Source: an optimization exercise on an open RTL-to-GDS flow (aim: small area, a short achievable clock period and few clock cycles per item). Production flows keep margins and buffers that such runs may drop.
In this exercise RTL edits were held to simulation tests only and were not proved equivalent to the original.
Power and IR drop assume default switching activity.

==> wip/sierra: inputs <==
// command_frame_receiver
module command_frame_receiver #(
   parameter int MAX_PAYLOAD = 64
) (
   input  logic                       clock,
   input  logic                       reset,
   input  logic                       req_valid,
   output logic                       req_ready,
   input  logic [cfr_pkg::BYTE_W-1:0] req_rx_byte,
   output logic                       rsp_valid,
   input  logic                       rsp_ready,
   output logic [cfr_pkg::BYTE_W-1:0] rsp_frame_command,
   output logic [cfr_pkg::LEN_W-1:0]  rsp_frame_length,
   output logic [cfr_pkg::BYTE_W-1:0] rsp_payload_byte,
   output logic                       rsp_byte_valid,
   output logic                       rsp_last,
   output logic [cfr_pkg::SUM_W-1:0]  rsp_received_sum,
   output logic [cfr_pkg::SUM_W-1:0]  rsp_computed_sum,
   output logic                       rsp_sum_match,
   input  logic                       csr_we,
   input  logic [cfr_pkg::CSR_W-1:0]  csr_index,
   input  logic [cfr_pkg::BYTE_W-1:0] csr_wdata
);
==> flow/config.mk <==
export PLATFORM = sky130hd
export DESIGN_NAME = command_frame_receiver
export DESIGN_NICKNAME = command_frame_receiver
export VERILOG_FILES = /design/flow/design.v
export SDC_FILE = /design/flow/constraint.sdc
export NUM_CORES = 4
export LEC_CHECK = 0
export CAP_MARGIN = 20
export CORE_MARGIN = 2
export CORE_UTILIZATION = 65
export CTS_BUF_LIST = sky130_fd_sc_hd__clkbuf_16
export CTS_CLUSTER_DIAMETER = 60
export CTS_CLUSTER_SIZE = 30
export GPL_TIMING_DRIVEN = 0
export PLACE_DENSITY = 0.75
export SETUP_SLACK_MARGIN = 2.0
export SLEW_MARGIN = 20
==> flow/constraint.sdc <==
create_clock -name core_clock -period 4.0 [get_ports {clock}]
set_input_delay 0.8000 -clock core_clock [delete_from_list [all_inputs] [get_ports {clock}]]
set_output_delay 0.8000 -clock core_clock [all_outputs]
set_load 0.01 [all_outputs]
run.sh (not shown) runs the stock make flow with config.mk's settings and CLKGATE_MAP_FILE= SYNTH_SCRIPT=/design/flow/synth_recipe.tcl, a recipe that flattens the netlist after the stock synthesis.
==> inputs of wip/violet, as changes to wip/sierra <==
--- a/flow/design.v
+++ b/flow/design.v
@@ -103,34 +103,28 @@
    logic              sum_match_ff;
    logic              pend_ff, pend_in;
    logic              req_ready_ff, req_ready_in;
    logic              stall_ff;
    logic              wen_ff;
    logic [LO_N-1:0]   wsel_lo_ff;
    logic [HI_N-1:0]   wsel_hi_ff;
-   logic [ADDR_W-1:0] tail_ff;
-   logic [ADDR_W-1:0] wr_addr;
-   logic [LO_N-1:0]   tail_lo;
-   logic [HI_N-1:0]   tail_hi;
+   logic [LO_N-1:0]   tail_lo_ff;
+   logic [HI_N-1:0]   tail_hi_ff;
    logic [ADDR_W:0]   used_ff;
    logic [ADDR_W:0]   cused_ff;
    logic              accept;
    logic              wr_adv;
    logic              commit;
    logic              rollback;
    logic              full_in;
-   logic              cmd_maybe;
-   logic              data_maybe;
    logic [ADDR_W:0]   used_inc;
    logic [ADDR_W:0]   used_dec;
    logic [ADDR_W:0]   cused_dec;
-   logic              wr_adv_ff;
-   logic              rd_adv_ff;
-   logic              commit_ff;
-   logic              rollback_ff;
+   logic              used_64;
+   logic              used_63;
    logic              eq_h1, eq_h2, eq_t1, eq_t2;
    logic              len_ok, len_zero;
    logic              good_end;
    assign accept = req_valid && !stall_ff;
    assign wr_adv = accept && phase_ff[P_DATA];
    assign eq_h1    = (req_rx_byte == cfg.header_first);
    assign eq_h2    = (req_rx_byte == cfg.header_second);
@@ -167,85 +161,66 @@
    end
    assign commit   = phase_ff[P_TRL1] && accept && good_end;
    assign rollback = (phase_ff[P_TRL0] && accept && !eq_t1) ||
                      (phase_ff[P_TRL1] && accept && !good_end);
    assign used_inc  = used_ff + (ADDR_W+1)'(1);
    assign used_dec  = used_ff - (ADDR_W+1)'(1);
    assign cused_dec = cused_ff - (ADDR_W+1)'(1);
-   assign cmd_maybe    = (phase_ff[P_HDR1] && accept) || (phase_ff[P_CMD] && !accept);
-   assign data_maybe   = (phase_ff[P_LENL] && accept) || (phase_ff[P_DATA] && !(accept && data_last_ff));
-   assign full_in      = (used_ff >= (ADDR_W+1)'(MAX_PAYLOAD - 2)) && (cused_ff != '0);
+   assign used_64   = (used_ff == (ADDR_W+1)'(MAX_PAYLOAD));
+   assign used_63 = (used_ff == (ADDR_W+1)'(MAX_PAYLOAD - 1));
+   assign full_in      = wr_adv ? (rd_adv ? used_64 : used_63) : (!rd_adv && used_64);
    assign pend_in      = commit || (pend_ff && !pend_take);
-   assign req_ready_in = !(pend_in && cmd_maybe) && !(data_maybe && full_in);
+   assign req_ready_in = !(pend_in && phase_in[P_CMD]) && !(phase_in[P_DATA] && full_in);
    assign req_ready    = req_ready_ff;
    assign ram_we      = wen_ff;
    assign ram_wsel_lo = wsel_lo_ff;
    assign ram_wsel_hi = wsel_hi_ff;
    assign ram_wdata   = req_rx_byte;
-   always_comb begin
-      wr_addr = '0;
-      for (int i = 0; i < LO_N; i++) begin
-         if (wsel_lo_ff[i]) wr_addr[LO_W-1:0] = wr_addr[LO_W-1:0] | LO_W'(i);
-      end
-      for (int i = 0; i < HI_N; i++) begin
-         if (wsel_hi_ff[i]) wr_addr[ADDR_W-1:LO_W] = wr_addr[ADDR_W-1:LO_W] | (ADDR_W-LO_W)'(i);
-      end
-      tail_lo = '0;
-      tail_hi = '0;
-      tail_lo[tail_ff[LO_W-1:0]]      = 1'b1;
-      tail_hi[tail_ff[ADDR_W-1:LO_W]] = 1'b1;
-   end
    always_ff @(posedge clock) begin
       if (reset) begin
          phase_ff     <= PHASES'(1) << P_HDR0;
          pend_ff      <= 1'b0;
          req_ready_ff <= 1'b1;
          stall_ff     <= 1'b0;
          wen_ff       <= 1'b0;
          wsel_lo_ff   <= LO_N'(1);
          wsel_hi_ff   <= HI_N'(1);
-         tail_ff      <= '0;
+         tail_lo_ff   <= LO_N'(1);
+         tail_hi_ff   <= HI_N'(1);
          used_ff      <= '0;
          cused_ff     <= '0;
-         wr_adv_ff    <= 1'b0;
-         rd_adv_ff    <= 1'b0;
-         commit_ff    <= 1'b0;
-         rollback_ff  <= 1'b0;
       end else begin
          phase_ff     <= phase_in;
          pend_ff      <= pend_in;
          req_ready_ff <= req_ready_in;
          stall_ff     <= !req_ready_in;
-         wen_ff       <= data_maybe && !full_in;
+         wen_ff       <= phase_in[P_DATA] && !full_in;
          if (rollback) begin
-            wsel_lo_ff <= tail_lo;
-            wsel_hi_ff <= tail_hi;
+            wsel_lo_ff <= tail_lo_ff;
+            wsel_hi_ff <= tail_hi_ff;
          end else if (wr_adv) begin
             wsel_lo_ff <= {wsel_lo_ff[LO_N-2:0], wsel_lo_ff[LO_N-1]};
             if (wsel_lo_ff[LO_N-1]) begin
                wsel_hi_ff <= {wsel_hi_ff[HI_N-2:0], wsel_hi_ff[HI_N-1]};
             end
          end
          if (commit) begin
-            tail_ff <= wr_addr;
+            tail_lo_ff <= wsel_lo_ff;
+            tail_hi_ff <= wsel_hi_ff;
          end
-         wr_adv_ff   <= wr_adv;
-         rd_adv_ff   <= rd_adv;
-         commit_ff   <= commit;
-         rollback_ff <= rollback;
-         if (rollback_ff) begin
-            used_ff <= rd_adv_ff ? cused_dec : cused_ff;
-         end else if (wr_adv_ff && !rd_adv_ff) begin
+         if (rollback) begin
+            used_ff <= rd_adv ? cused_dec : cused_ff;
+         end else if (wr_adv && !rd_adv) begin
             used_ff <= used_inc;
-         end else if (!wr_adv_ff && rd_adv_ff) begin
+         end else if (!wr_adv && rd_adv) begin
             used_ff <= used_dec;
          end
-         if (commit_ff) begin
-            cused_ff <= rd_adv_ff ? used_dec : used_ff;
-         end else if (rd_adv_ff) begin
+         if (commit) begin
+            cused_ff <= rd_adv ? used_dec : used_ff;
+         end else if (rd_adv) begin
             cused_ff <= cused_dec;
          end
       end
    end
    always_ff @(posedge clock) begin
       if (accept && phase_ff[P_CMD]) begin
          command_ff <= req_rx_byte;
@@ -409,20 +384,18 @@
       .wr_sel_hi (ram_wsel_hi),
       .wr_data (ram_wdata),
       .rd_row  (bank_row_ff),
       .rd_data (bank_rdata)
    );
    assign ram_rdata = bank_rdata[rd_bank_ff];
    always_ff @(posedge clock) begin
-      for (int b = 0; b < BANKS; b++) begin
-         if (reset) begin
-            bank_row_ff[b] <= '0;
-         end else if (rd_adv && (rd_bank_ff == BANK_W'(b))) begin
-            bank_row_ff[b] <= bank_row_ff[b] + ROW_W'(1);
-         end
+      if (reset) begin
+         bank_row_ff <= '0;
+      end else if (rd_adv) begin
+         bank_row_ff[rd_bank_ff] <= bank_row_ff[rd_bank_ff] + ROW_W'(1);
       end
    end
    assign slot_take = slot_valid_ff && (rsp_idle_ff || (rsp_ready && last_i_ff));
    assign pend_take = pend && (!slot_valid_ff || slot_take);
    assign next_beat = !rsp_idle_ff && rsp_ready && !last_i_ff;
    assign frm_empty = slot_empty_ff;
    assign rd_adv    = next_beat || (slot_take && !slot_empty_ff);
Settings changed: GPL_TIMING_DRIVEN 0 to default, SETUP_SLACK_MARGIN 2.0 to 1.85.
==> inputs of wip/delta, as changes to wip/sierra <==
Settings changed: CAP_MARGIN 20 to 5, GPL_TIMING_DRIVEN 0 to default, SLEW_MARGIN 20 to 5.
==> qor summary <==
| item | wip/delta | wip/sierra | wip/violet |
|---|---|---|---|
| Non-clock buffer count | 199 | 350 | 139 |
| Transition time of the tightest slew-check pin | 0.933 ns | 1.09 ns | 0.971 ns |
| Min-Delay Path Depth | 0 | 0 | 2 |
| Kind of launch point of the worst setup path | register | primary input | primary input |
| Sequential share of cell area | 62.7% | 59.8% | 63.1% |
| Switching power | 3.28 mW | 3.26 mW | 3.29 mW |
| Hold wc startpoint | slot_computed_sum_ff[14] | slot_computed_sum_ff[1] | reset |
| Non-clk invs | 46 | 48 | 43 |
| CP Capture Type | primary output | register | register |
| Std-Cell Core Area | 0.0499 mm2 | 0.0499 mm2 | 0.0510 mm2 |
| Clock network power consumption | 5.67 mW | 5.65 mW | 5.76 mW |
| Die Span X | 228 um | 228 um | 231 um |
| Design internal power | 11.9 mW | 12.0 mW | 12.1 mW |
| Clock network area share | 4.66% | 4.34% | 4.68% |
| Setup slack of the critical path after layout | 1.93 ns | 1.77 ns | 1.89 ns |
| Setup CP Type | register to primary output | primary input to register | primary input to register |
| Synth Instances | 2273 | 2273 | 2383 |
| Global-route wire length before repair | 117 mm | 128 mm | 121 mm |
| Shortest clock period the worst path allows after layout | 2.07 ns | 2.23 ns | 2.11 ns |
| Met3 demand-to-capacity share in global routing | 4.05% | 6.05% | 4.64% |
| Total via count in the routed design | 20.3k | 21.6k | 20.7k |
| Portion of total power attributed to combinational logic | 1.9% | 2.6% | 1.9% |
| Synthesized area | 0.0327 mm2 | 0.0327 mm2 | 0.0334 mm2 |
| Result of the run | finished clean | finished clean | finished clean |
Testbench counts of wip/sierra, summed over its fixed seeds: cycles 15,050, beats 10,307.
Testbench counts of wip/violet, summed over its fixed seeds: cycles 15,046, beats 10,307.
Testbench counts of wip/delta, summed over its fixed seeds: cycles 15,050, beats 10,307.

[port drivers added, routing unchanged]
Ports are ideal in the flow. The routed layouts listed here were re-timed in OpenROAD. Step 1 assumes that a clkbuf_16 drives the clock port and a buf_2 every other input. Step 2 times the ports against the registers' clock, not the clock port: input delays grow and output delays shrink by t, the midpoint of the rising clock arrivals with the driver on. Three values: ideal ports, drivers, drivers and shift; two values: the first two.
run	shift t [ns]	setup WS [ns]	hold slack, ns	latest minus earliest clock arrival (ns)	pins driven straight from the clock port
wip/sierra	0.681	1.766 / 1.704 / 1.023	0.414 / 0.414 / 0.414	0.058 / 0.058	1
wip/violet	0.681	1.890 / 1.832 / 1.236	0.403 / 0.423 / 0.423	0.032 / 0.032	1
wip/delta	0.678	1.930 / 1.872 / 1.323	0.416 / 0.416 / 0.416	0.034 / 0.034	1
After both steps every run listed still meets setup and hold. For wip/sierra, which loses most, drivers alone change the setup slack by -0.062 ns; drivers and shift together by -0.743 ns.
